From an optimization exercise on the open Yosys and OpenROAD flow, aimed at small area, a short achievable clock period and few clock cycles per item; shortcuts taken in it are not production practice. Function was checked by simulation only, so behaviour that the tests miss may differ from the original. Power is estimated from default activity; no workload was simulated.

[design/flow/design.v]
package brl_pkg;
   localparam int COORD_BITS_DEFAULT  = 12;
   localparam int QUEUE_DEPTH_DEFAULT = 2;
   localparam int CFG_ADDR_BITS = 4;
   localparam int CFG_DATA_BITS = 32;
   localparam int OFFSET_BITS   = 12;
   localparam int STRIDE_BITS   = 16;
   localparam int CHAN_BITS     = 8;
   localparam int COLOR_BITS    = 3 * CHAN_BITS;
   localparam int ADDR_BITS     = 32;
   localparam int WORD_BITS     = 32;
   localparam int HALF_BITS     = WORD_BITS / 2;
   localparam int RED_SHIFT_565   = 11;
   localparam int GREEN_SHIFT_565 = 5;
   localparam int SHIFT_BGRX32 = 2;
   localparam int SHIFT_RGB565 = 1;
   typedef enum logic [1:0] {
      REG_X_OFFSET    = 2'd0,
      REG_Y_OFFSET    = 2'd1,
      REG_LINE_STRIDE = 2'd2,
      REG_PIXEL_MODE  = 2'd3
   } reg_index_type;
   typedef enum logic {
      MODE_BGRX32 = 1'b0,
      MODE_RGB565 = 1'b1
   } pixel_mode_type;
   typedef enum logic {
      KIND_LOAD = 1'b0,
      KIND_STEP = 1'b1
   } item_kind_type;
   typedef struct packed {
      logic [OFFSET_BITS-1:0] x_offset;
      logic [OFFSET_BITS-1:0] y_offset;
      logic [STRIDE_BITS-1:0] line_stride;
      pixel_mode_type         pixel_mode;
   } cfg_type;
   function automatic int entry_bits(input int coord_bits);
      entry_bits = 5 * coord_bits + COLOR_BITS + 3;
   endfunction
   function automatic int req_data_bits(input int coord_bits);
      req_data_bits = ((4 * coord_bits + COLOR_BITS + 7) / 8) * 8;
   endfunction
   function automatic int rsp_data_bits(input int coord_bits);
      rsp_data_bits = ((2 * coord_bits + ADDR_BITS + WORD_BITS + 7) / 8) * 8;
   endfunction
endpackage
module brl_front #(
   parameter int COORD_BITS = brl_pkg::COORD_BITS_DEFAULT
) (
   input  logic [brl_pkg::req_data_bits(COORD_BITS)-1:0]  req_tdata,
   output logic [COORD_BITS-1:0]                          xs, ys, xe, ye,
   output logic [COORD_BITS-1:0]                          adx, ady,
   output logic                                           xn, yn,
   output logic [brl_pkg::COLOR_BITS-1:0]                 color,
   input  logic [COORD_BITS-1:0]                          r_xs, r_ys, r_xe, r_ye,
   input  logic [COORD_BITS-1:0]                          r_adx, r_ady,
   input  logic                                           r_xn, r_yn,
   output logic [COORD_BITS-1:0]                          adx_full, ady_full,
   output logic                                           steep,
   output logic                                           swap,
   output logic                                           minor_down,
   output logic [COORD_BITS-1:0]                          px0,
   output logic [COORD_BITS-1:0]                          py0,
   output logic [COORD_BITS-1:0]                          dmaj,
   output logic [COORD_BITS-1:0]                          dmin,
   output logic [COORD_BITS:0]                            dq
);
   localparam int C  = COORD_BITS;
   localparam int CB = brl_pkg::CHAN_BITS;
   logic [C:0] dx, dy, diff;
   assign xs    = req_tdata[C-1:0];
   assign ys    = req_tdata[2*C-1:C];
   assign xe    = req_tdata[3*C-1:2*C];
   assign ye    = req_tdata[4*C-1:3*C];
   assign color = {req_tdata[4*C+CB-1:4*C], req_tdata[4*C+2*CB-1:4*C+CB],
                   req_tdata[4*C+3*CB-1:4*C+2*CB]};
   always_comb begin
      dx  = {1'b0, xe} - {1'b0, xs};
      dy  = {1'b0, ye} - {1'b0, ys};
      xn  = dx[C];
      yn  = dy[C];
      adx = dx[C-1:0] ^ {C{xn}};
      ady = dy[C-1:0] ^ {C{yn}};
   end
   always_comb begin
      adx_full = r_adx + C'(r_xn);
      ady_full = r_ady + C'(r_yn);
      diff  = {1'b0, r_ady} + ~{1'b0, r_adx} + (C+1)'(r_yn) + (C+1)'(!r_xn);
      steep = !diff[C];
      swap  = steep ? r_yn : r_xn;
      px0   = swap ? r_xe : r_xs;
      py0   = swap ? r_ye : r_ys;
      minor_down = r_xn ^ r_yn;
      dmaj  = steep ? ady_full : adx_full;
      dmin  = steep ? adx_full : ady_full;
      dq    = steep ? ~diff : diff;
   end
endmodule
module brl_mac (
   input  logic [14:0] a,
   input  logic [14:0] x,
   input  logic [6:0] d1,
   input  logic [6:0] d2,
   input  logic [6:0] d3,
   input  logic [15:0] m,
   input  logic [17:0] m3,
   output logic [31:0] s0,
   output logic [31:0] s1
);
   wire d0_1 = d1[0];
   wire d0_2 = d2[0];
   wire d0_3 = d3[0];
   wire p0_0 = (d0_1 & m[0]) | (d0_3 & m3[0]);
   wire p0_1 = (d0_1 & m[1]) | (d0_2 & m[0]) | (d0_3 & m3[1]);
   wire p0_2 = (d0_1 & m[2]) | (d0_2 & m[1]) | (d0_3 & m3[2]);
   wire p0_3 = (d0_1 & m[3]) | (d0_2 & m[2]) | (d0_3 & m3[3]);
   wire p0_4 = (d0_1 & m[4]) | (d0_2 & m[3]) | (d0_3 & m3[4]);
   wire p0_5 = (d0_1 & m[5]) | (d0_2 & m[4]) | (d0_3 & m3[5]);
   wire p0_6 = (d0_1 & m[6]) | (d0_2 & m[5]) | (d0_3 & m3[6]);
   wire p0_7 = (d0_1 & m[7]) | (d0_2 & m[6]) | (d0_3 & m3[7]);
   wire p0_8 = (d0_1 & m[8]) | (d0_2 & m[7]) | (d0_3 & m3[8]);
   wire p0_9 = (d0_1 & m[9]) | (d0_2 & m[8]) | (d0_3 & m3[9]);
   wire p0_10 = (d0_1 & m[10]) | (d0_2 & m[9]) | (d0_3 & m3[10]);
   wire p0_11 = (d0_1 & m[11]) | (d0_2 & m[10]) | (d0_3 & m3[11]);
   wire p0_12 = (d0_1 & m[12]) | (d0_2 & m[11]) | (d0_3 & m3[12]);
   wire p0_13 = (d0_1 & m[13]) | (d0_2 & m[12]) | (d0_3 & m3[13]);
   wire p0_14 = (d0_1 & m[14]) | (d0_2 & m[13]) | (d0_3 & m3[14]);
   wire p0_15 = (d0_1 & m[15]) | (d0_2 & m[14]) | (d0_3 & m3[15]);
   wire p0_16 = (d0_2 & m[15]) | (d0_3 & m3[16]);
   wire p0_17 = (d0_3 & m3[17]);
   wire d1_1 = d1[1];
   wire d1_2 = d2[1];
   wire d1_3 = d3[1];
   wire p1_0 = (d1_1 & m[0]) | (d1_3 & m3[0]);
   wire p1_1 = (d1_1 & m[1]) | (d1_2 & m[0]) | (d1_3 & m3[1]);
   wire p1_2 = (d1_1 & m[2]) | (d1_2 & m[1]) | (d1_3 & m3[2]);
   wire p1_3 = (d1_1 & m[3]) | (d1_2 & m[2]) | (d1_3 & m3[3]);
   wire p1_4 = (d1_1 & m[4]) | (d1_2 & m[3]) | (d1_3 & m3[4]);
   wire p1_5 = (d1_1 & m[5]) | (d1_2 & m[4]) | (d1_3 & m3[5]);
   wire p1_6 = (d1_1 & m[6]) | (d1_2 & m[5]) | (d1_3 & m3[6]);
   wire p1_7 = (d1_1 & m[7]) | (d1_2 & m[6]) | (d1_3 & m3[7]);
   wire p1_8 = (d1_1 & m[8]) | (d1_2 & m[7]) | (d1_3 & m3[8]);
   wire p1_9 = (d1_1 & m[9]) | (d1_2 & m[8]) | (d1_3 & m3[9]);
   wire p1_10 = (d1_1 & m[10]) | (d1_2 & m[9]) | (d1_3 & m3[10]);
   wire p1_11 = (d1_1 & m[11]) | (d1_2 & m[10]) | (d1_3 & m3[11]);
   wire p1_12 = (d1_1 & m[12]) | (d1_2 & m[11]) | (d1_3 & m3[12]);
   wire p1_13 = (d1_1 & m[13]) | (d1_2 & m[12]) | (d1_3 & m3[13]);
   wire p1_14 = (d1_1 & m[14]) | (d1_2 & m[13]) | (d1_3 & m3[14]);
   wire p1_15 = (d1_1 & m[15]) | (d1_2 & m[14]) | (d1_3 & m3[15]);
   wire p1_16 = (d1_2 & m[15]) | (d1_3 & m3[16]);
   wire p1_17 = (d1_3 & m3[17]);
   wire d2_1 = d1[2];
   wire d2_2 = d2[2];
   wire d2_3 = d3[2];
   wire p2_0 = (d2_1 & m[0]) | (d2_3 & m3[0]);
   wire p2_1 = (d2_1 & m[1]) | (d2_2 & m[0]) | (d2_3 & m3[1]);
   wire p2_2 = (d2_1 & m[2]) | (d2_2 & m[1]) | (d2_3 & m3[2]);
   wire p2_3 = (d2_1 & m[3]) | (d2_2 & m[2]) | (d2_3 & m3[3]);
   wire p2_4 = (d2_1 & m[4]) | (d2_2 & m[3]) | (d2_3 & m3[4]);
   wire p2_5 = (d2_1 & m[5]) | (d2_2 & m[4]) | (d2_3 & m3[5]);
   wire p2_6 = (d2_1 & m[6]) | (d2_2 & m[5]) | (d2_3 & m3[6]);
   wire p2_7 = (d2_1 & m[7]) | (d2_2 & m[6]) | (d2_3 & m3[7]);
   wire p2_8 = (d2_1 & m[8]) | (d2_2 & m[7]) | (d2_3 & m3[8]);
   wire p2_9 = (d2_1 & m[9]) | (d2_2 & m[8]) | (d2_3 & m3[9]);
   wire p2_10 = (d2_1 & m[10]) | (d2_2 & m[9]) | (d2_3 & m3[10]);
   wire p2_11 = (d2_1 & m[11]) | (d2_2 & m[10]) | (d2_3 & m3[11]);
   wire p2_12 = (d2_1 & m[12]) | (d2_2 & m[11]) | (d2_3 & m3[12]);
   wire p2_13 = (d2_1 & m[13]) | (d2_2 & m[12]) | (d2_3 & m3[13]);
   wire p2_14 = (d2_1 & m[14]) | (d2_2 & m[13]) | (d2_3 & m3[14]);
   wire p2_15 = (d2_1 & m[15]) | (d2_2 & m[14]) | (d2_3 & m3[15]);
   wire p2_16 = (d2_2 & m[15]) | (d2_3 & m3[16]);
   wire p2_17 = (d2_3 & m3[17]);
   wire d3_1 = d1[3];
   wire d3_2 = d2[3];
   wire d3_3 = d3[3];
   wire p3_0 = (d3_1 & m[0]) | (d3_3 & m3[0]);
   wire p3_1 = (d3_1 & m[1]) | (d3_2 & m[0]) | (d3_3 & m3[1]);
   wire p3_2 = (d3_1 & m[2]) | (d3_2 & m[1]) | (d3_3 & m3[2]);
   wire p3_3 = (d3_1 & m[3]) | (d3_2 & m[2]) | (d3_3 & m3[3]);
   wire p3_4 = (d3_1 & m[4]) | (d3_2 & m[3]) | (d3_3 & m3[4]);
   wire p3_5 = (d3_1 & m[5]) | (d3_2 & m[4]) | (d3_3 & m3[5]);
   wire p3_6 = (d3_1 & m[6]) | (d3_2 & m[5]) | (d3_3 & m3[6]);
   wire p3_7 = (d3_1 & m[7]) | (d3_2 & m[6]) | (d3_3 & m3[7]);
   wire p3_8 = (d3_1 & m[8]) | (d3_2 & m[7]) | (d3_3 & m3[8]);
   wire p3_9 = (d3_1 & m[9]) | (d3_2 & m[8]) | (d3_3 & m3[9]);
   wire p3_10 = (d3_1 & m[10]) | (d3_2 & m[9]) | (d3_3 & m3[10]);
   wire p3_11 = (d3_1 & m[11]) | (d3_2 & m[10]) | (d3_3 & m3[11]);
   wire p3_12 = (d3_1 & m[12]) | (d3_2 & m[11]) | (d3_3 & m3[12]);
   wire p3_13 = (d3_1 & m[13]) | (d3_2 & m[12]) | (d3_3 & m3[13]);
   wire p3_14 = (d3_1 & m[14]) | (d3_2 & m[13]) | (d3_3 & m3[14]);
   wire p3_15 = (d3_1 & m[15]) | (d3_2 & m[14]) | (d3_3 & m3[15]);
   wire p3_16 = (d3_2 & m[15]) | (d3_3 & m3[16]);
   wire p3_17 = (d3_3 & m3[17]);
   wire d4_1 = d1[4];
   wire d4_2 = d2[4];
   wire d4_3 = d3[4];
   wire p4_0 = (d4_1 & m[0]) | (d4_3 & m3[0]);
   wire p4_1 = (d4_1 & m[1]) | (d4_2 & m[0]) | (d4_3 & m3[1]);
   wire p4_2 = (d4_1 & m[2]) | (d4_2 & m[1]) | (d4_3 & m3[2]);
   wire p4_3 = (d4_1 & m[3]) | (d4_2 & m[2]) | (d4_3 & m3[3]);
   wire p4_4 = (d4_1 & m[4]) | (d4_2 & m[3]) | (d4_3 & m3[4]);
   wire p4_5 = (d4_1 & m[5]) | (d4_2 & m[4]) | (d4_3 & m3[5]);
   wire p4_6 = (d4_1 & m[6]) | (d4_2 & m[5]) | (d4_3 & m3[6]);
   wire p4_7 = (d4_1 & m[7]) | (d4_2 & m[6]) | (d4_3 & m3[7]);
   wire p4_8 = (d4_1 & m[8]) | (d4_2 & m[7]) | (d4_3 & m3[8]);
   wire p4_9 = (d4_1 & m[9]) | (d4_2 & m[8]) | (d4_3 & m3[9]);
   wire p4_10 = (d4_1 & m[10]) | (d4_2 & m[9]) | (d4_3 & m3[10]);
   wire p4_11 = (d4_1 & m[11]) | (d4_2 & m[10]) | (d4_3 & m3[11]);
   wire p4_12 = (d4_1 & m[12]) | (d4_2 & m[11]) | (d4_3 & m3[12]);
   wire p4_13 = (d4_1 & m[13]) | (d4_2 & m[12]) | (d4_3 & m3[13]);
   wire p4_14 = (d4_1 & m[14]) | (d4_2 & m[13]) | (d4_3 & m3[14]);
   wire p4_15 = (d4_1 & m[15]) | (d4_2 & m[14]) | (d4_3 & m3[15]);
   wire p4_16 = (d4_2 & m[15]) | (d4_3 & m3[16]);
   wire p4_17 = (d4_3 & m3[17]);
   wire d5_1 = d1[5];
   wire d5_2 = d2[5];
   wire d5_3 = d3[5];
   wire p5_0 = (d5_1 & m[0]) | (d5_3 & m3[0]);
   wire p5_1 = (d5_1 & m[1]) | (d5_2 & m[0]) | (d5_3 & m3[1]);
   wire p5_2 = (d5_1 & m[2]) | (d5_2 & m[1]) | (d5_3 & m3[2]);
   wire p5_3 = (d5_1 & m[3]) | (d5_2 & m[2]) | (d5_3 & m3[3]);
   wire p5_4 = (d5_1 & m[4]) | (d5_2 & m[3]) | (d5_3 & m3[4]);
   wire p5_5 = (d5_1 & m[5]) | (d5_2 & m[4]) | (d5_3 & m3[5]);
   wire p5_6 = (d5_1 & m[6]) | (d5_2 & m[5]) | (d5_3 & m3[6]);
   wire p5_7 = (d5_1 & m[7]) | (d5_2 & m[6]) | (d5_3 & m3[7]);
   wire p5_8 = (d5_1 & m[8]) | (d5_2 & m[7]) | (d5_3 & m3[8]);
   wire p5_9 = (d5_1 & m[9]) | (d5_2 & m[8]) | (d5_3 & m3[9]);
   wire p5_10 = (d5_1 & m[10]) | (d5_2 & m[9]) | (d5_3 & m3[10]);
   wire p5_11 = (d5_1 & m[11]) | (d5_2 & m[10]) | (d5_3 & m3[11]);
   wire p5_12 = (d5_1 & m[12]) | (d5_2 & m[11]) | (d5_3 & m3[12]);
   wire p5_13 = (d5_1 & m[13]) | (d5_2 & m[12]) | (d5_3 & m3[13]);
   wire p5_14 = (d5_1 & m[14]) | (d5_2 & m[13]) | (d5_3 & m3[14]);
   wire p5_15 = (d5_1 & m[15]) | (d5_2 & m[14]) | (d5_3 & m3[15]);
   wire p5_16 = (d5_2 & m[15]) | (d5_3 & m3[16]);
   wire p5_17 = (d5_3 & m3[17]);
   wire d6_1 = d1[6];
   wire d6_2 = d2[6];
   wire d6_3 = d3[6];
   wire p6_0 = (d6_1 & m[0]);
   wire p6_1 = (d6_1 & m[1]) | (d6_2 & m[0]);
   wire p6_2 = (d6_1 & m[2]) | (d6_2 & m[1]);
   wire p6_3 = (d6_1 & m[3]) | (d6_2 & m[2]);
   wire p6_4 = (d6_1 & m[4]) | (d6_2 & m[3]);
   wire p6_5 = (d6_1 & m[5]) | (d6_2 & m[4]);
   wire p6_6 = (d6_1 & m[6]) | (d6_2 & m[5]);
   wire p6_7 = (d6_1 & m[7]) | (d6_2 & m[6]);
   wire p6_8 = (d6_1 & m[8]) | (d6_2 & m[7]);
   wire p6_9 = (d6_1 & m[9]) | (d6_2 & m[8]);
   wire p6_10 = (d6_1 & m[10]) | (d6_2 & m[9]);
   wire p6_11 = (d6_1 & m[11]) | (d6_2 & m[10]);
   wire p6_12 = (d6_1 & m[12]) | (d6_2 & m[11]);
   wire p6_13 = (d6_1 & m[13]) | (d6_2 & m[12]);
   wire p6_14 = (d6_1 & m[14]) | (d6_2 & m[13]);
   wire p6_15 = (d6_1 & m[15]) | (d6_2 & m[14]);
   wire hs0 = p0_8 ^ p1_6;
   wire hc0 = p0_8 & p1_6;
   wire fs1 = p0_9 ^ p1_7 ^ p2_5;
   wire fc1 = (p0_9 & p1_7) | (p0_9 & p2_5) | (p1_7 & p2_5);
   wire fs2 = p0_10 ^ p1_8 ^ p2_6;
   wire fc2 = (p0_10 & p1_8) | (p0_10 & p2_6) | (p1_8 & p2_6);
   wire hs3 = p3_4 ^ p4_2;
   wire hc3 = p3_4 & p4_2;
   wire fs4 = p0_11 ^ p1_9 ^ p2_7;
   wire fc4 = (p0_11 & p1_9) | (p0_11 & p2_7) | (p1_9 & p2_7);
   wire fs5 = p3_5 ^ p4_3 ^ p5_1;
   wire fc5 = (p3_5 & p4_3) | (p3_5 & p5_1) | (p4_3 & p5_1);
   wire fs6 = p0_12 ^ p1_10 ^ p2_8;
   wire fc6 = (p0_12 & p1_10) | (p0_12 & p2_8) | (p1_10 & p2_8);
   wire fs7 = p3_6 ^ p4_4 ^ p5_2;
   wire fc7 = (p3_6 & p4_4) | (p3_6 & p5_2) | (p4_4 & p5_2);
   wire hs8 = p6_0 ^ a[12];
   wire hc8 = p6_0 & a[12];
   wire fs9 = p0_13 ^ p1_11 ^ p2_9;
   wire fc9 = (p0_13 & p1_11) | (p0_13 & p2_9) | (p1_11 & p2_9);
   wire fs10 = p3_7 ^ p4_5 ^ p5_3;
   wire fc10 = (p3_7 & p4_5) | (p3_7 & p5_3) | (p4_5 & p5_3);
   wire fs11 = p6_1 ^ a[13] ^ x[13];
   wire fc11 = (p6_1 & a[13]) | (p6_1 & x[13]) | (a[13] & x[13]);
   wire fs12 = p0_14 ^ p1_12 ^ p2_10;
   wire fc12 = (p0_14 & p1_12) | (p0_14 & p2_10) | (p1_12 & p2_10);
   wire fs13 = p3_8 ^ p4_6 ^ p5_4;
   wire fc13 = (p3_8 & p4_6) | (p3_8 & p5_4) | (p4_6 & p5_4);
   wire fs14 = p6_2 ^ a[14] ^ x[14];
   wire fc14 = (p6_2 & a[14]) | (p6_2 & x[14]) | (a[14] & x[14]);
   wire fs15 = p0_15 ^ p1_13 ^ p2_11;
   wire fc15 = (p0_15 & p1_13) | (p0_15 & p2_11) | (p1_13 & p2_11);
   wire fs16 = p3_9 ^ p4_7 ^ p5_5;
   wire fc16 = (p3_9 & p4_7) | (p3_9 & p5_5) | (p4_7 & p5_5);
   wire fs17 = p0_16 ^ p1_14 ^ p2_12;
   wire fc17 = (p0_16 & p1_14) | (p0_16 & p2_12) | (p1_14 & p2_12);
   wire hs18 = p3_10 ^ p4_8;
   wire hc18 = p3_10 & p4_8;
   wire fs19 = p0_17 ^ p1_15 ^ p2_13;
   wire fc19 = (p0_17 & p1_15) | (p0_17 & p2_13) | (p1_15 & p2_13);
   wire hs20 = p3_11 ^ p4_9;
   wire hc20 = p3_11 & p4_9;
   wire fs21 = p1_16 ^ p2_14 ^ p3_12;
   wire fc21 = (p1_16 & p2_14) | (p1_16 & p3_12) | (p2_14 & p3_12);
   wire hs22 = p1_17 ^ p2_15;
   wire hc22 = p1_17 & p2_15;
   wire hs23 = p0_4 ^ p1_2;
   wire hc23 = p0_4 & p1_2;
   wire fs24 = p0_5 ^ p1_3 ^ p2_1;
   wire fc24 = (p0_5 & p1_3) | (p0_5 & p2_1) | (p1_3 & p2_1);
   wire fs25 = p0_6 ^ p1_4 ^ p2_2;
   wire fc25 = (p0_6 & p1_4) | (p0_6 & p2_2) | (p1_4 & p2_2);
   wire hs26 = p3_0 ^ a[6];
   wire hc26 = p3_0 & a[6];
   wire fs27 = p0_7 ^ p1_5 ^ p2_3;
   wire fc27 = (p0_7 & p1_5) | (p0_7 & p2_3) | (p1_5 & p2_3);
   wire fs28 = p3_1 ^ a[7] ^ x[7];
   wire fc28 = (p3_1 & a[7]) | (p3_1 & x[7]) | (a[7] & x[7]);
   wire fs29 = p2_4 ^ p3_2 ^ p4_0;
   wire fc29 = (p2_4 & p3_2) | (p2_4 & p4_0) | (p3_2 & p4_0);
   wire fs30 = a[8] ^ x[8] ^ hs0;
   wire fc30 = (a[8] & x[8]) | (a[8] & hs0) | (x[8] & hs0);
   wire fs31 = p3_3 ^ p4_1 ^ a[9];
   wire fc31 = (p3_3 & p4_1) | (p3_3 & a[9]) | (p4_1 & a[9]);
   wire fs32 = x[9] ^ fs1 ^ hc0;
   wire fc32 = (x[9] & fs1) | (x[9] & hc0) | (fs1 & hc0);
   wire fs33 = p5_0 ^ a[10] ^ x[10];
   wire fc33 = (p5_0 & a[10]) | (p5_0 & x[10]) | (a[10] & x[10]);
   wire fs34 = fs2 ^ hs3 ^ fc1;
   wire fc34 = (fs2 & hs3) | (fs2 & fc1) | (hs3 & fc1);
   wire fs35 = a[11] ^ x[11] ^ fs4;
   wire fc35 = (a[11] & x[11]) | (a[11] & fs4) | (x[11] & fs4);
   wire fs36 = fs5 ^ fc2 ^ hc3;
   wire fc36 = (fs5 & fc2) | (fs5 & hc3) | (fc2 & hc3);
   wire fs37 = x[12] ^ fs6 ^ fs7;
   wire fc37 = (x[12] & fs6) | (x[12] & fs7) | (fs6 & fs7);
   wire fs38 = hs8 ^ fc4 ^ fc5;
   wire fc38 = (hs8 & fc4) | (hs8 & fc5) | (fc4 & fc5);
   wire fs39 = fs9 ^ fs10 ^ fs11;
   wire fc39 = (fs9 & fs10) | (fs9 & fs11) | (fs10 & fs11);
   wire fs40 = fc6 ^ fc7 ^ hc8;
   wire fc40 = (fc6 & fc7) | (fc6 & hc8) | (fc7 & hc8);
   wire fs41 = fs12 ^ fs13 ^ fs14;
   wire fc41 = (fs12 & fs13) | (fs12 & fs14) | (fs13 & fs14);
   wire fs42 = fc9 ^ fc10 ^ fc11;
   wire fc42 = (fc9 & fc10) | (fc9 & fc11) | (fc10 & fc11);
   wire fs43 = p6_3 ^ fs15 ^ fs16;
   wire fc43 = (p6_3 & fs15) | (p6_3 & fs16) | (fs15 & fs16);
   wire fs44 = fc12 ^ fc13 ^ fc14;
   wire fc44 = (fc12 & fc13) | (fc12 & fc14) | (fc13 & fc14);
   wire fs45 = p5_6 ^ p6_4 ^ fs17;
   wire fc45 = (p5_6 & p6_4) | (p5_6 & fs17) | (p6_4 & fs17);
   wire fs46 = hs18 ^ fc15 ^ fc16;
   wire fc46 = (hs18 & fc15) | (hs18 & fc16) | (fc15 & fc16);
   wire fs47 = p5_7 ^ p6_5 ^ fs19;
   wire fc47 = (p5_7 & p6_5) | (p5_7 & fs19) | (p6_5 & fs19);
   wire fs48 = hs20 ^ fc17 ^ hc18;
   wire fc48 = (hs20 & fc17) | (hs20 & hc18) | (fc17 & hc18);
   wire fs49 = p4_10 ^ p5_8 ^ p6_6;
   wire fc49 = (p4_10 & p5_8) | (p4_10 & p6_6) | (p5_8 & p6_6);
   wire fs50 = fs21 ^ fc19 ^ hc20;
   wire fc50 = (fs21 & fc19) | (fs21 & hc20) | (fc19 & hc20);
   wire fs51 = p3_13 ^ p4_11 ^ p5_9;
   wire fc51 = (p3_13 & p4_11) | (p3_13 & p5_9) | (p4_11 & p5_9);
   wire fs52 = p6_7 ^ hs22 ^ fc21;
   wire fc52 = (p6_7 & hs22) | (p6_7 & fc21) | (hs22 & fc21);
   wire fs53 = p2_16 ^ p3_14 ^ p4_12;
   wire fc53 = (p2_16 & p3_14) | (p2_16 & p4_12) | (p3_14 & p4_12);
   wire fs54 = p5_10 ^ p6_8 ^ hc22;
   wire fc54 = (p5_10 & p6_8) | (p5_10 & hc22) | (p6_8 & hc22);
   wire fs55 = p2_17 ^ p3_15 ^ p4_13;
   wire fc55 = (p2_17 & p3_15) | (p2_17 & p4_13) | (p3_15 & p4_13);
   wire hs56 = p5_11 ^ p6_9;
   wire hc56 = p5_11 & p6_9;
   wire fs57 = p3_16 ^ p4_14 ^ p5_12;
   wire fc57 = (p3_16 & p4_14) | (p3_16 & p5_12) | (p4_14 & p5_12);
   wire hs58 = p3_17 ^ p4_15;
   wire hc58 = p3_17 & p4_15;
   wire hs59 = p0_2 ^ p1_0;
   wire hc59 = p0_2 & p1_0;
   wire fs60 = p0_3 ^ p1_1 ^ a[3];
   wire fc60 = (p0_3 & p1_1) | (p0_3 & a[3]) | (p1_1 & a[3]);
   wire fs61 = p2_0 ^ a[4] ^ x[4];
   wire fc61 = (p2_0 & a[4]) | (p2_0 & x[4]) | (a[4] & x[4]);
   wire fs62 = a[5] ^ x[5] ^ fs24;
   wire fc62 = (a[5] & x[5]) | (a[5] & fs24) | (x[5] & fs24);
   wire fs63 = x[6] ^ fs25 ^ hs26;
   wire fc63 = (x[6] & fs25) | (x[6] & hs26) | (fs25 & hs26);
   wire fs64 = fs27 ^ fs28 ^ fc25;
   wire fc64 = (fs27 & fs28) | (fs27 & fc25) | (fs28 & fc25);
   wire fs65 = fs29 ^ fs30 ^ fc27;
   wire fc65 = (fs29 & fs30) | (fs29 & fc27) | (fs30 & fc27);
   wire fs66 = fs31 ^ fs32 ^ fc29;
   wire fc66 = (fs31 & fs32) | (fs31 & fc29) | (fs32 & fc29);
   wire fs67 = fs33 ^ fs34 ^ fc31;
   wire fc67 = (fs33 & fs34) | (fs33 & fc31) | (fs34 & fc31);
   wire fs68 = fs35 ^ fs36 ^ fc33;
   wire fc68 = (fs35 & fs36) | (fs35 & fc33) | (fs36 & fc33);
   wire fs69 = fs37 ^ fs38 ^ fc35;
   wire fc69 = (fs37 & fs38) | (fs37 & fc35) | (fs38 & fc35);
   wire fs70 = fs39 ^ fs40 ^ fc37;
   wire fc70 = (fs39 & fs40) | (fs39 & fc37) | (fs40 & fc37);
   wire fs71 = fs41 ^ fs42 ^ fc39;
   wire fc71 = (fs41 & fs42) | (fs41 & fc39) | (fs42 & fc39);
   wire fs72 = fs43 ^ fs44 ^ fc41;
   wire fc72 = (fs43 & fs44) | (fs43 & fc41) | (fs44 & fc41);
   wire fs73 = fs45 ^ fs46 ^ fc43;
   wire fc73 = (fs45 & fs46) | (fs45 & fc43) | (fs46 & fc43);
   wire fs74 = fs47 ^ fs48 ^ fc45;
   wire fc74 = (fs47 & fs48) | (fs47 & fc45) | (fs48 & fc45);
   wire fs75 = fs49 ^ fs50 ^ fc47;
   wire fc75 = (fs49 & fs50) | (fs49 & fc47) | (fs50 & fc47);
   wire fs76 = fs51 ^ fs52 ^ fc49;
   wire fc76 = (fs51 & fs52) | (fs51 & fc49) | (fs52 & fc49);
   wire fs77 = fs53 ^ fs54 ^ fc51;
   wire fc77 = (fs53 & fs54) | (fs53 & fc51) | (fs54 & fc51);
   wire fs78 = fs55 ^ hs56 ^ fc53;
   wire fc78 = (fs55 & hs56) | (fs55 & fc53) | (hs56 & fc53);
   wire fs79 = p6_10 ^ fs57 ^ fc55;
   wire fc79 = (p6_10 & fs57) | (p6_10 & fc55) | (fs57 & fc55);
   wire fs80 = p5_13 ^ p6_11 ^ hs58;
   wire fc80 = (p5_13 & p6_11) | (p5_13 & hs58) | (p6_11 & hs58);
   wire fs81 = p4_16 ^ p5_14 ^ p6_12;
   wire fc81 = (p4_16 & p5_14) | (p4_16 & p6_12) | (p5_14 & p6_12);
   wire hs82 = p4_17 ^ p5_15;
   wire hc82 = p4_17 & p5_15;
   wire hs83 = p0_0 ^ a[0];
   wire hc83 = p0_0 & a[0];
   wire fs84 = p0_1 ^ a[1] ^ x[1];
   wire fc84 = (p0_1 & a[1]) | (p0_1 & x[1]) | (a[1] & x[1]);
   wire fs85 = a[2] ^ x[2] ^ hs59;
   wire fc85 = (a[2] & x[2]) | (a[2] & hs59) | (x[2] & hs59);
   wire fs86 = x[3] ^ fs60 ^ hc59;
   wire fc86 = (x[3] & fs60) | (x[3] & hc59) | (fs60 & hc59);
   wire fs87 = hs23 ^ fs61 ^ fc60;
   wire fc87 = (hs23 & fs61) | (hs23 & fc60) | (fs61 & fc60);
   wire fs88 = hc23 ^ fs62 ^ fc61;
   wire fc88 = (hc23 & fs62) | (hc23 & fc61) | (fs62 & fc61);
   wire fs89 = fc24 ^ fs63 ^ fc62;
   wire fc89 = (fc24 & fs63) | (fc24 & fc62) | (fs63 & fc62);
   wire fs90 = hc26 ^ fs64 ^ fc63;
   wire fc90 = (hc26 & fs64) | (hc26 & fc63) | (fs64 & fc63);
   wire fs91 = fc28 ^ fs65 ^ fc64;
   wire fc91 = (fc28 & fs65) | (fc28 & fc64) | (fs65 & fc64);
   wire fs92 = fc30 ^ fs66 ^ fc65;
   wire fc92 = (fc30 & fs66) | (fc30 & fc65) | (fs66 & fc65);
   wire fs93 = fc32 ^ fs67 ^ fc66;
   wire fc93 = (fc32 & fs67) | (fc32 & fc66) | (fs67 & fc66);
   wire fs94 = fc34 ^ fs68 ^ fc67;
   wire fc94 = (fc34 & fs68) | (fc34 & fc67) | (fs68 & fc67);
   wire fs95 = fc36 ^ fs69 ^ fc68;
   wire fc95 = (fc36 & fs69) | (fc36 & fc68) | (fs69 & fc68);
   wire fs96 = fc38 ^ fs70 ^ fc69;
   wire fc96 = (fc38 & fs70) | (fc38 & fc69) | (fs70 & fc69);
   wire fs97 = fc40 ^ fs71 ^ fc70;
   wire fc97 = (fc40 & fs71) | (fc40 & fc70) | (fs71 & fc70);
   wire fs98 = fc42 ^ fs72 ^ fc71;
   wire fc98 = (fc42 & fs72) | (fc42 & fc71) | (fs72 & fc71);
   wire fs99 = fc44 ^ fs73 ^ fc72;
   wire fc99 = (fc44 & fs73) | (fc44 & fc72) | (fs73 & fc72);
   wire fs100 = fc46 ^ fs74 ^ fc73;
   wire fc100 = (fc46 & fs74) | (fc46 & fc73) | (fs74 & fc73);
   wire fs101 = fc48 ^ fs75 ^ fc74;
   wire fc101 = (fc48 & fs75) | (fc48 & fc74) | (fs75 & fc74);
   wire fs102 = fc50 ^ fs76 ^ fc75;
   wire fc102 = (fc50 & fs76) | (fc50 & fc75) | (fs76 & fc75);
   wire fs103 = fc52 ^ fs77 ^ fc76;
   wire fc103 = (fc52 & fs77) | (fc52 & fc76) | (fs77 & fc76);
   wire fs104 = fc54 ^ fs78 ^ fc77;
   wire fc104 = (fc54 & fs78) | (fc54 & fc77) | (fs78 & fc77);
   wire fs105 = hc56 ^ fs79 ^ fc78;
   wire fc105 = (hc56 & fs79) | (hc56 & fc78) | (fs79 & fc78);
   wire fs106 = fc57 ^ fs80 ^ fc79;
   wire fc106 = (fc57 & fs80) | (fc57 & fc79) | (fs80 & fc79);
   wire fs107 = hc58 ^ fs81 ^ fc80;
   wire fc107 = (hc58 & fs81) | (hc58 & fc80) | (fs81 & fc80);
   wire fs108 = p6_13 ^ hs82 ^ fc81;
   wire fc108 = (p6_13 & hs82) | (p6_13 & fc81) | (hs82 & fc81);
   wire fs109 = p5_16 ^ p6_14 ^ hc82;
   wire fc109 = (p5_16 & p6_14) | (p5_16 & hc82) | (p6_14 & hc82);
   wire hs110 = p5_17 ^ p6_15;
   wire hc110 = p5_17 & p6_15;
   assign s0 = {1'b0, 1'b0, 1'b0, hc110, hs110, fs109, fs108, fs107, fs106, fs105, fs104, fs103, fs102, fs101, fs100, fs99, fs98, fs97, fs96, fs95, fs94, fs93, fs92, fs91, fs90, fs89, fs88, fs87, fs86, fs85, fs84, x[0]};
   assign s1 = {1'b0, 1'b0, 1'b0, 1'b0, fc109, fc108, fc107, fc106, fc105, fc104, fc103, fc102, fc101, fc100, fc99, fc98, fc97, fc96, fc95, fc94, fc93, fc92, fc91, fc90, fc89, fc88, fc87, fc86, fc85, fc84, hc83, hs83};
endmodule
module brl_mac_digits (
   input  logic [12:0] y,
   output logic [6:0] d1,
   output logic [6:0] d2,
   output logic [6:0] d3
);
   assign d1[0] = y[0] & ~y[1];
   assign d2[0] = ~y[0] & y[1];
   assign d3[0] = y[0] & y[1];
   assign d1[1] = y[2] & ~y[3];
   assign d2[1] = ~y[2] & y[3];
   assign d3[1] = y[2] & y[3];
   assign d1[2] = y[4] & ~y[5];
   assign d2[2] = ~y[4] & y[5];
   assign d3[2] = y[4] & y[5];
   assign d1[3] = y[6] & ~y[7];
   assign d2[3] = ~y[6] & y[7];
   assign d3[3] = y[6] & y[7];
   assign d1[4] = y[8] & ~y[9];
   assign d2[4] = ~y[8] & y[9];
   assign d3[4] = y[8] & y[9];
   assign d1[5] = y[10] & ~y[11];
   assign d2[5] = ~y[10] & y[11];
   assign d3[5] = y[10] & y[11];
   assign d1[6] = y[12] & ~1'b0;
   assign d2[6] = ~y[12] & 1'b0;
   assign d3[6] = y[12] & 1'b0;
endmodule
module brl_back #(
   parameter int COORD_BITS = brl_pkg::COORD_BITS_DEFAULT
) (
   input  logic                                           clock,
   input  logic                                           reset,
   input  brl_pkg::cfg_type                               cfg,
   input  logic [brl_pkg::STRIDE_BITS+1:0]                stride3,
   input  logic                                           req_tvalid,
   output logic                                           req_tready,
   input  logic [brl_pkg::req_data_bits(COORD_BITS)-1:0]  req_tdata,
   input  logic                                           req_tuser,
   output logic                                           rsp_tvalid,
   input  logic                                           rsp_tready,
   output logic [brl_pkg::rsp_data_bits(COORD_BITS)-1:0]  rsp_tdata,
   output logic                                           rsp_tlast
);
   localparam int C  = COORD_BITS;
   localparam int AB = brl_pkg::ADDR_BITS;
   localparam int WB = brl_pkg::WORD_BITS;
   localparam int HB = brl_pkg::HALF_BITS;
   localparam int CB = brl_pkg::CHAN_BITS;
   localparam int RSP_BITS = brl_pkg::rsp_data_bits(COORD_BITS);
   logic active_ff;      
   logic last_ff;        
   logic out_valid_ff;   
   logic setup1_ff;      
   logic setup2_ff;      
   logic setup3_ff;      
   logic                           steep_ff, down_ff;
   logic [C-1:0]                   px_ff, py_ff, rem_ff, dmin_ff;
   logic [C:0]                     dq_ff, g_ff;
   logic [brl_pkg::COLOR_BITS-1:0] color_ff;
   logic [AB-1:0]                  addr_ff;
   logic [AB-1:0]                  mac1_ff;
   logic [6:0]                     dig1_ff, dig2_ff, dig3_ff, dig1, dig2, dig3;
   logic [C-1:0]                   f_xs, f_ys, f_xe, f_ye, f_adx, f_ady;
   logic [C-1:0]                   f_adx_full, f_ady_full;
   logic                           f_xn, f_yn, f_steep, f_swap, f_down;
   logic [C-1:0]                   f_px, f_py, f_dmaj, f_dmin;
   logic [C:0]                     f_dq;
   logic [brl_pkg::COLOR_BITS-1:0] f_color;
   brl_front #(
      .COORD_BITS (COORD_BITS)
   ) u_front (
      .req_tdata  (req_tdata),
      .xs         (f_xs),
      .ys         (f_ys),
      .xe         (f_xe),
      .ye         (f_ye),
      .adx        (f_adx),
      .ady        (f_ady),
      .xn         (f_xn),
      .yn         (f_yn),
      .color      (f_color),
      .r_xs       (px_ff),
      .r_ys       (py_ff),
      .r_xe       (rem_ff),
      .r_ye       (dmin_ff),
      .r_adx      (dq_ff[C-1:0]),
      .r_ady      (g_ff[C-1:0]),
      .r_xn       (steep_ff),
      .r_yn       (down_ff),
      .adx_full   (f_adx_full),
      .ady_full   (f_ady_full),
      .steep      (f_steep),
      .swap       (f_swap),
      .minor_down (f_down),
      .px0        (f_px),
      .py0        (f_py),
      .dmaj       (f_dmaj),
      .dmin       (f_dmin),
      .dq         (f_dq)
   );
   logic            deliver, accept, load, step, open_now, cond;
   logic            cond_ff, b_en_ff, b_neg_ff, c_en_ff, c_neg_ff;
   logic            cond_next;
   logic [C:0]      g_op, g_keep, g_move, g_next, y_sum, ys_sum, ye_sum;
   logic [C-1:0]    px_delta, py_delta;
   logic [AB-1:0]   x_part, xs_part, xe_part, mac0, mac1, bsel, csel, step_b, step_c, step_s, step_k;
   logic [AB-1:0]   addr_step;
   logic [C+2:0]    x_off;
   logic [CB-1:0]   red, green, blue;
   logic [HB-1:0]   word565;
   logic [WB-1:0]   word;
   assign deliver    = out_valid_ff && rsp_tready;
   assign req_tready = !setup1_ff && !setup2_ff && (!out_valid_ff || rsp_tready);
   assign accept     = req_tvalid && req_tready;
   assign load       = accept && brl_pkg::item_kind_type'(req_tuser) == brl_pkg::KIND_LOAD;
   assign step       = accept && brl_pkg::item_kind_type'(req_tuser) == brl_pkg::KIND_STEP;
   assign open_now   = deliver ? !last_ff : active_ff;
   assign cond       = cond_ff && !setup2_ff;
   always_comb begin
      ys_sum = (C+1)'(py_ff) + (C+1)'(cfg.y_offset);
      ye_sum = (C+1)'(dmin_ff) + (C+1)'(cfg.y_offset);
      y_sum  = (ye_sum & {(C+1){f_swap}}) | (ys_sum & {(C+1){!f_swap}});
      case (cfg.pixel_mode)
         brl_pkg::MODE_RGB565: begin
            xs_part = AB'(px_ff) << brl_pkg::SHIFT_RGB565;
            xe_part = AB'(rem_ff) << brl_pkg::SHIFT_RGB565;
            x_off   = (C+3)'(cfg.x_offset) << brl_pkg::SHIFT_RGB565;
         end
         default: begin
            xs_part = AB'(px_ff) << brl_pkg::SHIFT_BGRX32;
            xe_part = AB'(rem_ff) << brl_pkg::SHIFT_BGRX32;
            x_off   = (C+3)'(cfg.x_offset) << brl_pkg::SHIFT_BGRX32;
         end
      endcase
      x_part = (xe_part & {AB{f_swap}}) | (xs_part & {AB{!f_swap}});
      g_op   = setup2_ff ? ~{2'b00, rem_ff[C-1:1]} : g_ff;
      g_keep = g_op + {1'b0, dmin_ff};
      g_move = g_ff + dq_ff + (C+1)'(steep_ff);
      g_next = (g_move & {(C+1){cond}}) | (g_keep & {(C+1){!cond}});
      cond_next = !g_next[C];
      bsel = (AB'(cfg.line_stride) & {AB{b_en_ff}}) ^ {AB{b_neg_ff}};
      csel = {{(AB-3){c_neg_ff}},
              c_neg_ff || (!cfg.pixel_mode && c_en_ff),
              cfg.pixel_mode && c_en_ff,
              b_neg_ff};
   end
   always_comb begin
      px_delta = C'(1);
      py_delta = C'(1);
      if (steep_ff) px_delta = !cond_ff ? '0 : down_ff ? '1 : C'(1);
      else          py_delta = !cond_ff ? '0 : down_ff ? '1 : C'(1);
   end
   brl_mac_digits u_digits (
      .y  (y_sum),
      .d1 (dig1),
      .d2 (dig2),
      .d3 (dig3)
   );
   brl_mac u_mac (
      .a  (addr_ff[C+2:0]),
      .x  (x_off),
      .d1 (dig1_ff),
      .d2 (dig2_ff),
      .d3 (dig3_ff),
      .m  (cfg.line_stride),
      .m3 (stride3),
      .s0 (mac0),
      .s1 (mac1)
   );
   always_comb begin
      step_b    = setup3_ff ? mac1_ff : bsel;
      step_c    = setup3_ff ? '0 : csel;
      step_s    = addr_ff ^ step_b ^ step_c;
      step_k    = ((addr_ff & step_b) | (addr_ff & step_c) | (step_b & step_c)) << 1;
      addr_step = step_s + step_k;
   end
   always_ff @(posedge clock) begin
      mac1_ff <= mac1;
      dig1_ff <= dig1;
      dig2_ff <= dig2;
      dig3_ff <= dig3;
   end
   always_ff @(posedge clock) begin
      if (reset) begin
         active_ff    <= 1'b0;
         out_valid_ff <= 1'b0;
         setup1_ff    <= 1'b0;
         setup2_ff    <= 1'b0;
         setup3_ff    <= 1'b0;
      end else begin
         setup1_ff <= load;
         setup2_ff <= setup1_ff && !load;
         setup3_ff <= setup2_ff && !load;
         if (load) begin
            active_ff    <= 1'b0;
            out_valid_ff <= 1'b0;
         end else if (setup1_ff) begin
            active_ff    <= f_dmaj != '0;
         end else begin
            if (deliver) active_ff <= !last_ff;
            if (step) out_valid_ff <= open_now;
            else if (deliver) out_valid_ff <= 1'b0;
         end
      end
   end
   always_ff @(posedge clock) begin
      if (load) begin
         px_ff    <= f_xs;
         py_ff    <= f_ys;
         rem_ff   <= f_xe;
         dmin_ff  <= f_ye;
         dq_ff    <= {1'b0, f_adx};
         g_ff     <= {1'b0, f_ady};
         steep_ff <= f_xn;
         down_ff  <= f_yn;
         color_ff <= f_color;
         last_ff  <= 1'b0;
      end else if (setup1_ff) begin
         last_ff  <= f_steep ? f_ady_full == C'(1) : f_adx_full == C'(1);
         steep_ff <= f_steep;
         down_ff  <= f_down;
         px_ff    <= f_px;
         py_ff    <= f_py;
         rem_ff   <= f_dmaj;
         dmin_ff  <= f_dmin;
         dq_ff    <= f_dq;
         addr_ff  <= x_part;
      end else if (setup2_ff) begin
         g_ff     <= g_next;
         cond_ff  <= cond_next;
         b_en_ff  <= steep_ff || cond_next;
         b_neg_ff <= !steep_ff && down_ff && cond_next;
         c_en_ff  <= !steep_ff || cond_next;
         c_neg_ff <= steep_ff && down_ff && cond_next;
         addr_ff  <= mac0;
      end else if (setup3_ff) begin
         addr_ff  <= addr_step;
      end else if (deliver) begin
         px_ff    <= px_ff + px_delta;
         py_ff    <= py_ff + py_delta;
         g_ff     <= g_next;
         cond_ff  <= cond_next;
         b_en_ff  <= steep_ff || cond_next;
         b_neg_ff <= !steep_ff && down_ff && cond_next;
         c_en_ff  <= !steep_ff || cond_next;
         c_neg_ff <= steep_ff && down_ff && cond_next;
         rem_ff   <= rem_ff - C'(1);
         last_ff  <= rem_ff == C'(2);
         addr_ff  <= addr_step;
      end
   end
   always_comb begin
      red   = color_ff[3*CB-1:2*CB];
      green = color_ff[2*CB-1:CB];
      blue  = color_ff[CB-1:0];
      word565 = (HB'(red) << brl_pkg::RED_SHIFT_565) |
                (HB'(green) << brl_pkg::GREEN_SHIFT_565) | HB'(blue);
      case (cfg.pixel_mode)
         brl_pkg::MODE_RGB565: word = WB'(word565);
         default:              word = WB'(color_ff);
      endcase
   end
   assign rsp_tvalid = out_valid_ff;
   assign rsp_tlast  = last_ff;
   assign rsp_tdata  = RSP_BITS'({word, addr_ff, py_ff, px_ff});
endmodule
module bresenham_line_rasterizer #(
   parameter int COORD_BITS  = brl_pkg::COORD_BITS_DEFAULT,
   parameter int QUEUE_DEPTH = brl_pkg::QUEUE_DEPTH_DEFAULT
) (
   input  logic                                           clock,
   input  logic                                           reset,
   input  logic                                           req_tvalid,
   output logic                                           req_tready,
   input  logic [brl_pkg::req_data_bits(COORD_BITS)-1:0]  req_tdata,
   input  logic                                           req_tuser,
   output logic                                           rsp_tvalid,
   input  logic                                           rsp_tready,
   output logic [brl_pkg::rsp_data_bits(COORD_BITS)-1:0]  rsp_tdata,
   output logic                                           rsp_tlast,
   input  logic                                           csr_psel,
   input  logic                                           csr_penable,
   input  logic                                           csr_pwrite,
   input  logic [brl_pkg::CFG_ADDR_BITS-1:0]              csr_paddr,
   input  logic [brl_pkg::CFG_DATA_BITS-1:0]              csr_pwdata,
   output logic [brl_pkg::CFG_DATA_BITS-1:0]              csr_prdata,
   output logic                                           csr_pready
);
   localparam int DB = brl_pkg::CFG_DATA_BITS;
   brl_pkg::cfg_type       cfg_ff, cfg_in;
   brl_pkg::reg_index_type csr_index;
   logic                   csr_write;
   logic [brl_pkg::STRIDE_BITS+1:0] stride3_ff;
   localparam int RB = brl_pkg::STRIDE_BITS;
   logic [RB-1:0]          prdata_ff, prdata_in;
   assign csr_pready = 1'b1;
   assign csr_index  = brl_pkg::reg_index_type'(csr_paddr[brl_pkg::CFG_ADDR_BITS-1:2]);
   assign csr_write  = csr_psel && csr_penable && csr_pwrite && csr_pready;
   always_comb begin
      cfg_in = cfg_ff;
      if (csr_write) begin
         case (csr_index)
            brl_pkg::REG_X_OFFSET:
               cfg_in.x_offset = csr_pwdata[brl_pkg::OFFSET_BITS-1:0];
            brl_pkg::REG_Y_OFFSET:
               cfg_in.y_offset = csr_pwdata[brl_pkg::OFFSET_BITS-1:0];
            brl_pkg::REG_LINE_STRIDE:
               cfg_in.line_stride = csr_pwdata[brl_pkg::STRIDE_BITS-1:0];
            brl_pkg::REG_PIXEL_MODE:
               cfg_in.pixel_mode = brl_pkg::pixel_mode_type'(csr_pwdata[0]);
            default: cfg_in = cfg_ff;
         endcase
      end
   end
   always_comb begin
      case (csr_index)
         brl_pkg::REG_X_OFFSET:    prdata_in = RB'(cfg_ff.x_offset);
         brl_pkg::REG_Y_OFFSET:    prdata_in = RB'(cfg_ff.y_offset);
         brl_pkg::REG_LINE_STRIDE: prdata_in = RB'(cfg_ff.line_stride);
         brl_pkg::REG_PIXEL_MODE:  prdata_in = RB'(cfg_ff.pixel_mode);
         default:                  prdata_in = '0;
      endcase
   end
   always_ff @(posedge clock) begin
      if (reset) begin
         prdata_ff <= '0;
      end else begin
         prdata_ff <= prdata_in;
      end
   end
   assign csr_prdata = DB'(prdata_ff);
   always_ff @(posedge clock) begin
      if (reset) begin
         cfg_ff     <= '0;
         stride3_ff <= '0;
      end else begin
         cfg_ff     <= cfg_in;
         stride3_ff <= (brl_pkg::STRIDE_BITS+2)'(cfg_ff.line_stride) +
                       (brl_pkg::STRIDE_BITS+2)'({cfg_ff.line_stride, 1'b0});
      end
   end
   brl_back #(
      .COORD_BITS (COORD_BITS)
   ) u_back (
      .clock      (clock),
      .reset      (reset),
      .cfg        (cfg_ff),
      .stride3    (stride3_ff),
      .req_tvalid (req_tvalid),
      .req_tready (req_tready),
      .req_tdata  (req_tdata),
      .req_tuser  (req_tuser),
      .rsp_tvalid (rsp_tvalid),
      .rsp_tready (rsp_tready),
      .rsp_tdata  (rsp_tdata),
      .rsp_tlast  (rsp_tlast)
   );
endmodule
[design/flow/flow/run.sh]
#!/bin/bash
# Layout flow: the standard flow (standard.sh, unchanged synthesis and
# layout steps), with the port buffers made from the small buffer
# sky130_fd_sc_hd__buf_1 instead of the flow's default delay buffer; the
# resizer still upsizes any port buffer that timing needs.
set -e
cp standard.sh standard_sh_copy.log
export BUFFER_PORTS_ARGS="-buffer_cell sky130_fd_sc_hd__buf_1"
bash standard.sh > standard.log 2>&1
[design/flow/standard.sh]
#!/bin/bash
# synth_recipe.tcl (not shown) runs the flow's synth.tcl, then flattens the netlist and writes it again
# the make line also repeats each setting of config.mk as NAME=value (left out here)
make -C /OpenROAD-flow-scripts/flow DESIGN_CONFIG=/design/flow/config.mk WORK_HOME=/design/flow/orfs CLKGATE_MAP_FILE= SYNTH_SCRIPT=/design/flow/synth_recipe.tcl "${@:-finish}"
[design/flow/config.mk]
export PLATFORM = sky130hd
export DESIGN_NAME = bresenham_line_rasterizer
export DESIGN_NICKNAME = bresenham_line_rasterizer
export VERILOG_FILES = /design/flow/design.v
export SDC_FILE = /design/flow/constraint.sdc
export NUM_CORES = 4
export LEC_CHECK = 0
export CAP_MARGIN = 20
export CORE_MARGIN = 2
export CORE_UTILIZATION = 48
export SETUP_SLACK_MARGIN = 3.6
export SLEW_MARGIN = 20
export TNS_END_PERCENT = 0
[design/flow/constraint.sdc]
create_clock -name core_clock -period 7.5 [get_ports {clock}]
set_input_delay 1.5000 -clock core_clock [delete_from_list [all_inputs] [get_ports {clock}]]
set_output_delay 1.5000 -clock core_clock [all_outputs]
set_load 0.01 [all_outputs]
==> results.txt <==
## layout make-up
type | instances | area [um^2]
clock buffer | 46 | 970
inverter | 331 | 1250
timing repair buffer | 261 | 1390
tap | 672 | 841
multi-input combinational | 1979 | 15900
fill | 4685 | 22800
antenna | 1 | 2.50
clock inverter | 15 | 111
sequential | 265 | 6670
## where the power goes
| group | total, W | leakage, nW | switching, W | internal (W) |
|---|---|---|---|---|
| sequential | 0.00240 | 2.32 | 0.000512 | 0.00189 |
| clock | 0.00163 | 0.537 | 0.000678 | 0.000947 |
| combinational | 0.00437 | 9.00 | 0.00247 | 0.00190 |
| total | 0.00840 | 11.9 | 0.00366 | 0.00473 |
## state kept, by name, indices dropped and copies added (netlist names), 6 cells and up
signal	cells
u_back.dig3_ff	6
u_back.dmin_ff	12
u_back.addr_ff	32
u_back.dig1_ff	7
u_back.g_ff	13
cfg_ff	41
u_back.rem_ff	12
u_back.py_ff	12
u_back.px_ff	12
u_back.mac1_ff	28
u_back.dig2_ff	6
u_back.color_ff	24
stride3_ff	18
prdata_ff	16
u_back.dq_ff	13
## kinds of logic after synthesis
group           synth area share
flops                      0.275
mux                       0.0370
buf+inv                   0.0829
simple gates               0.133
other cells             0.000311
xor+xnor                  0.0709
fa+ha+maj                  0.213
compound gates             0.188
## cell usage in the layout, fill, tap and decap left out, types with 25 or more instances in the layout
master / netlist / routed
sky130_fd_sc_hd__a222oi_1: 90 / 90
sky130_fd_sc_hd__buf_1: 15 / 194
sky130_fd_sc_hd__inv_1: 331 / 323
sky130_fd_sc_hd__xor2_1: 69 / 69
sky130_fd_sc_hd__buf_4: 30 / 50
sky130_fd_sc_hd__conb_1: 2 / 25
sky130_fd_sc_hd__a211oi_1: 29 / 26
sky130_fd_sc_hd__a21oi_1: 201 / 193
sky130_fd_sc_hd__nand2_1: 217 / 217
sky130_fd_sc_hd__clkbuf_16: 0 / 37
sky130_fd_sc_hd__mux2i_1: 59 / 58
sky130_fd_sc_hd__nor2b_1: 40 / 40
sky130_fd_sc_hd__fa_1: 140 / 139
sky130_fd_sc_hd__dfxtp_1: 130 / 122
sky130_fd_sc_hd__nor3_1: 49 / 49
sky130_fd_sc_hd__a21o_1: 40 / 40
sky130_fd_sc_hd__edfxtp_1: 135 / 135
sky130_fd_sc_hd__and2_1: 35 / 35
sky130_fd_sc_hd__nand3_1: 37 / 37
sky130_fd_sc_hd__nor2_1: 200 / 200
sky130_fd_sc_hd__o21ai_0: 101 / 96
sky130_fd_sc_hd__ha_1: 187 / 182
sky130_fd_sc_hd__xnor2_1: 124 / 124
sky130_fd_sc_hd__a22oi_1: 28 / 28
## per-layer routing
layer | part of all wire | up-vias
li1 | - | 9797
met1 | 0.41 | 10300
met2 | 0.49 | 839
met3 | 0.061 | 204
met4 | 0.042 | 0
met5 | 0 | -
## what timing repair did
item                                    in CTS  in global routing
pin swaps                                   13                  9
cloned                                       4                  0
buffers inserted                            28                  5
gates resized for setup                     62                 13
endpoints found under the setup margin     141                119
## path summary, 6_finish.rpt
path	endpoint	slack [ps]	start	depth (start not counted)
worst max register to register	u_back.addr_ff[11]$_DFFE_PP_	3300	u_back.dig2_ff[4]$_DFF_P_	10
worst min register to register	u_back.dq_ff[12]$_SDFFE_PP0P_	490	u_back.dq_ff[12]$_SDFFE_PP0P_	1
worst min-delay path	u_back.dq_ff[12]$_SDFFE_PP0P_	490	u_back.dq_ff[12]$_SDFFE_PP0P_	1
worst max-delay path	u_back.addr_ff[11]$_DFFE_PP_	3300	u_back.dig2_ff[4]$_DFF_P_	10
## worst max-delay path, delay by kind of cell, from the launching register on
family          cells  cell delay, ps
fa+ha+maj           4            2110
buf+inv             3             170
compound gates      3             710
flops               1             920
## metrics by stage
| stage | instance area (um^2) | setup slack [ps] | hold slack (ps) | power, W | instances |
|---|---|---|---|---|---|
| CTS | 27000 | 3360 | 493 | 0.00834 | 3562 |
| global route | 27200 | 3130 | 521 | 0.00894 | 3569 |
| finish | 27200 | 3300 | 494 | 0.00840 | 3570 |
| global placement | 25300 | 2280 | 471 | 0.00636 | 3469 |
| detailed placement | 25300 | 2230 | 486 | 0.00642 | 3469 |
| floorplan | 24300 | 3510 | 448 | 0.00536 | 2737 |
==> impl_metrics.prom <==
# TYPE chip_impl_metric gauge
chip_impl_info{name="outcome",value="timing/DRC/antenna clean"} 1
chip_impl_metric{name="timing.critical_path.slowest_cell_delay",unit="ps"} 920
chip_impl_metric{name="drive_above_1_share",unit=""} 0.0770
chip_impl_metric{name="syn-mean-instance-area",unit="um^2"} 8.91
chip_impl_metric{name="timing.setup.tns",unit="ps"} 0
chip_impl_info{name="synth_top_cell_by_area",value="sky130_fd_sc_hd__edfxtp_1"} 1
chip_impl_metric{name="globalplace.congestion",unit=""} 0.919
chip_impl_metric{name="grt.met2_usage",unit=""} 0.495
chip_impl_metric{name="grtUsageTotal",unit=""} 0.288
chip_impl_metric{name="static_power_due_to_leakage",unit="nW"} 11.9
chip_impl_metric{name="syn_inst",unit=""} 2714
chip_impl_info{name="tritoncts_clock_tree",value="done"} 1
chip_impl_metric{name="timing_max_transition_violations_final",unit=""} 0
chip_impl_metric{name="global_route.overflow_total",unit=""} 0
chip_impl_metric{name="avgRoutedWirePerCell",unit="um"} 21.6
chip_impl_metric{name="rows",unit=""} 82
chip_impl_metric{name="die_outline_area",unit="mm^2"} 0.0522
chip_impl_metric{name="area.growth.synth_to_final",unit="%"} 12.4
chip_impl_metric{name="io_pins",unit=""} 240
chip_impl_metric{name="net_count_reported_at_finish",unit=""} 3315
chip_impl_metric{name="antenna_found_initial",unit=""} 0
chip_impl_metric{name="hold_buffers",unit=""} 0
chip_impl_info{name="grt_most_used_layer",value="met2"} 1
chip_impl_metric{name="synth-edff-count",unit=""} 135
chip_impl_metric{name="synth_cell_type_count",unit=""} 76
chip_impl_metric{name="clkLatencyLatePin",unit="ps"} 550
chip_impl_metric{name="timing.clock.skew",unit="ps"} 19.8
chip_impl_metric{name="synth_top_area_frac",unit=""} 0.168
chip_impl_metric{name="die-height",unit="um"} 228
chip_impl_info{name="timing.hold.worst.class",value="flop to flop"} 1
chip_impl_metric{name="drcViolationCount",unit=""} 0
chip_impl_metric{name="clock_sinks",unit=""} 265
chip_impl_metric{name="synth.yosys.warnings",unit=""} 3
chip_impl_info{name="netlist_top_cells_area",value="sky130_fd_sc_hd__edfxtp_1 (17%), sky130_fd_sc_hd__fa_1 (12%), sky130_fd_sc_hd__dfxtp_1 (11%)"} 1
chip_impl_metric{name="firstDrtPassIters",unit=""} 14
chip_impl_metric{name="groute.layer.met3.usage",unit=""} 0.0402
chip_impl_metric{name="floorplan.initialDensity",unit=""} 0.484
chip_impl_metric{name="cts.reportedPaths.clkPinSlew",unit="ps"} 60
chip_impl_metric{name="drt_iter0_markers",unit=""} 2339
chip_impl_info{name="post_synth_most_frequent_cells",value="sky130_fd_sc_hd__inv_1 (331), sky130_fd_sc_hd__nand2_1 (217), sky130_fd_sc_hd__a21oi_1 (201)"} 1
chip_impl_info{name="cts-root-buf",value="sky130_fd_sc_hd__clkbuf_16"} 1
chip_impl_metric{name="grt_max_degree",unit=""} 64
chip_impl_metric{name="timing.critical_path.arrival",unit="ps"} 4460
chip_impl_metric{name="tightest_pin_transition",unit="ps"} 1030
chip_impl_info{name="crit_path_frequent_cell",value="sky130_fd_sc_hd__fa_1"} 1
chip_impl_metric{name="yosys_register_bits",unit=""} 265
chip_impl_metric{name="final_core_util",unit=""} 0.543
chip_impl_metric{name="pwr_density_cell",unit="mW/mm^2"} 309
chip_impl_metric{name="finalSetupViolations",unit=""} 0
chip_impl_metric{name="synth_seq_area_share",unit=""} 0.275
chip_impl_metric{name="route.detailed.vias_per_inst",unit=""} 5.91
chip_impl_metric{name="final_hold_viol_count",unit=""} 0
chip_impl_info{name="synthMostInstantiatedCell",value="sky130_fd_sc_hd__inv_1"} 1
chip_impl_metric{name="die_width",unit="um"} 228
chip_impl_info{name="rsz0062_at_grt",value="true"} 1
chip_impl_metric{name="grt_pass1_wl",unit="um"} 119000
chip_impl_info{name="critical_path.startpoint_type",value="flop"} 1
chip_impl_info{name="worstPathCellList",value="a222oi_1, fa_1, inv_1, fa_1, inv_1, fa_1, inv_1, fa_1, a211oi_1, a221oi_1"} 1
chip_impl_info{name="ys.flop_type",value="sky130_fd_sc_hd__edfxtp_1"} 1
chip_impl_metric{name="fin_crit_sh",unit=""} 0.560
chip_impl_info{name="crit_path_top_delay_cell",value="sky130_fd_sc_hd__dfxtp_1"} 1
chip_impl_metric{name="finalWirelength",unit="um"} 77000
chip_impl_metric{name="layout_min_cycle_time",unit="ps"} 4200
chip_impl_metric{name="ctsLongestPathBuffers",unit=""} 3
chip_impl_metric{name="ir_worst_vdd",unit="V"} 0.000357
chip_impl_metric{name="postSynth.asyncResetShare",unit=""} 0
chip_impl_metric{name="cap_violations",unit=""} 0
chip_impl_metric{name="timing.critical_path.fanout_max",unit=""} 16
chip_impl_metric{name="number_of_global_route_vias_before_repair",unit=""} 20700
chip_impl_info{name="critPathKind",value="flop to flop"} 1
chip_impl_metric{name="total_vias_in_the_final_route",unit=""} 21100
chip_impl_metric{name="h-tree-depth",unit=""} 2
chip_impl_metric{name="cts_inserted_buffers",unit=""} 34
chip_impl_metric{name="dp_hpwl",unit="um"} 57000
chip_impl_metric{name="core-area",unit="mm^2"} 0.0500
chip_impl_metric{name="slew-limit-headroom",unit=""} 0.307
chip_impl_metric{name="globalRouteMet1Util",unit=""} 0.366
chip_impl_metric{name="port_buffers",unit=""} 196
chip_impl_metric{name="timing.fmax",unit="MHz"} 238
chip_impl_metric{name="synthesis.area",unit="mm^2"} 0.0242
chip_impl_metric{name="critPathRequiredTime",unit="ps"} 7760
chip_impl_info{name="end_kind",value="flop"} 1
chip_impl_metric{name="route.antenna.remaining_nets",unit=""} 0
Testbench counts, summed over its fixed seeds: cycles 25,957, pixels 21,307.

## port drivers added, routing unchanged
The flow's constraints put no driver on any port. The routed layout listed below was extracted and timed again, unchanged, in two steps.
Step 1 (the two cells are an assumption about what drives the block):
set clk [get_ports {clock}]
set_driving_cell -lib_cell sky130_fd_sc_hd__clkbuf_16 $clk
set_driving_cell -lib_cell sky130_fd_sc_hd__buf_2 [delete_from_list [all_inputs] $clk]
Step 2 adds t to the input delays and takes it off the output delays; t is the mean of the earliest and latest rising clock arrival at the registers after step 1. Input paths then give back, and output paths get back, about the clock's delay inside the block.
a / b / c = ideal ports / drivers / drivers and shift; a / b = the first two.
t, ns: 0.599
slack for setup (ns): 3.298 / 3.298 / 2.876
worst setup path after step 2: input to register
slew at the worst register clock pin (ns): 0.06 / 0.06
worst slew at a driven data input, ns: 0.05
After both steps this run still meets setup and hold. The setup slack of this run moves by 0.000 ns with the drivers and by -0.422 ns with both steps.
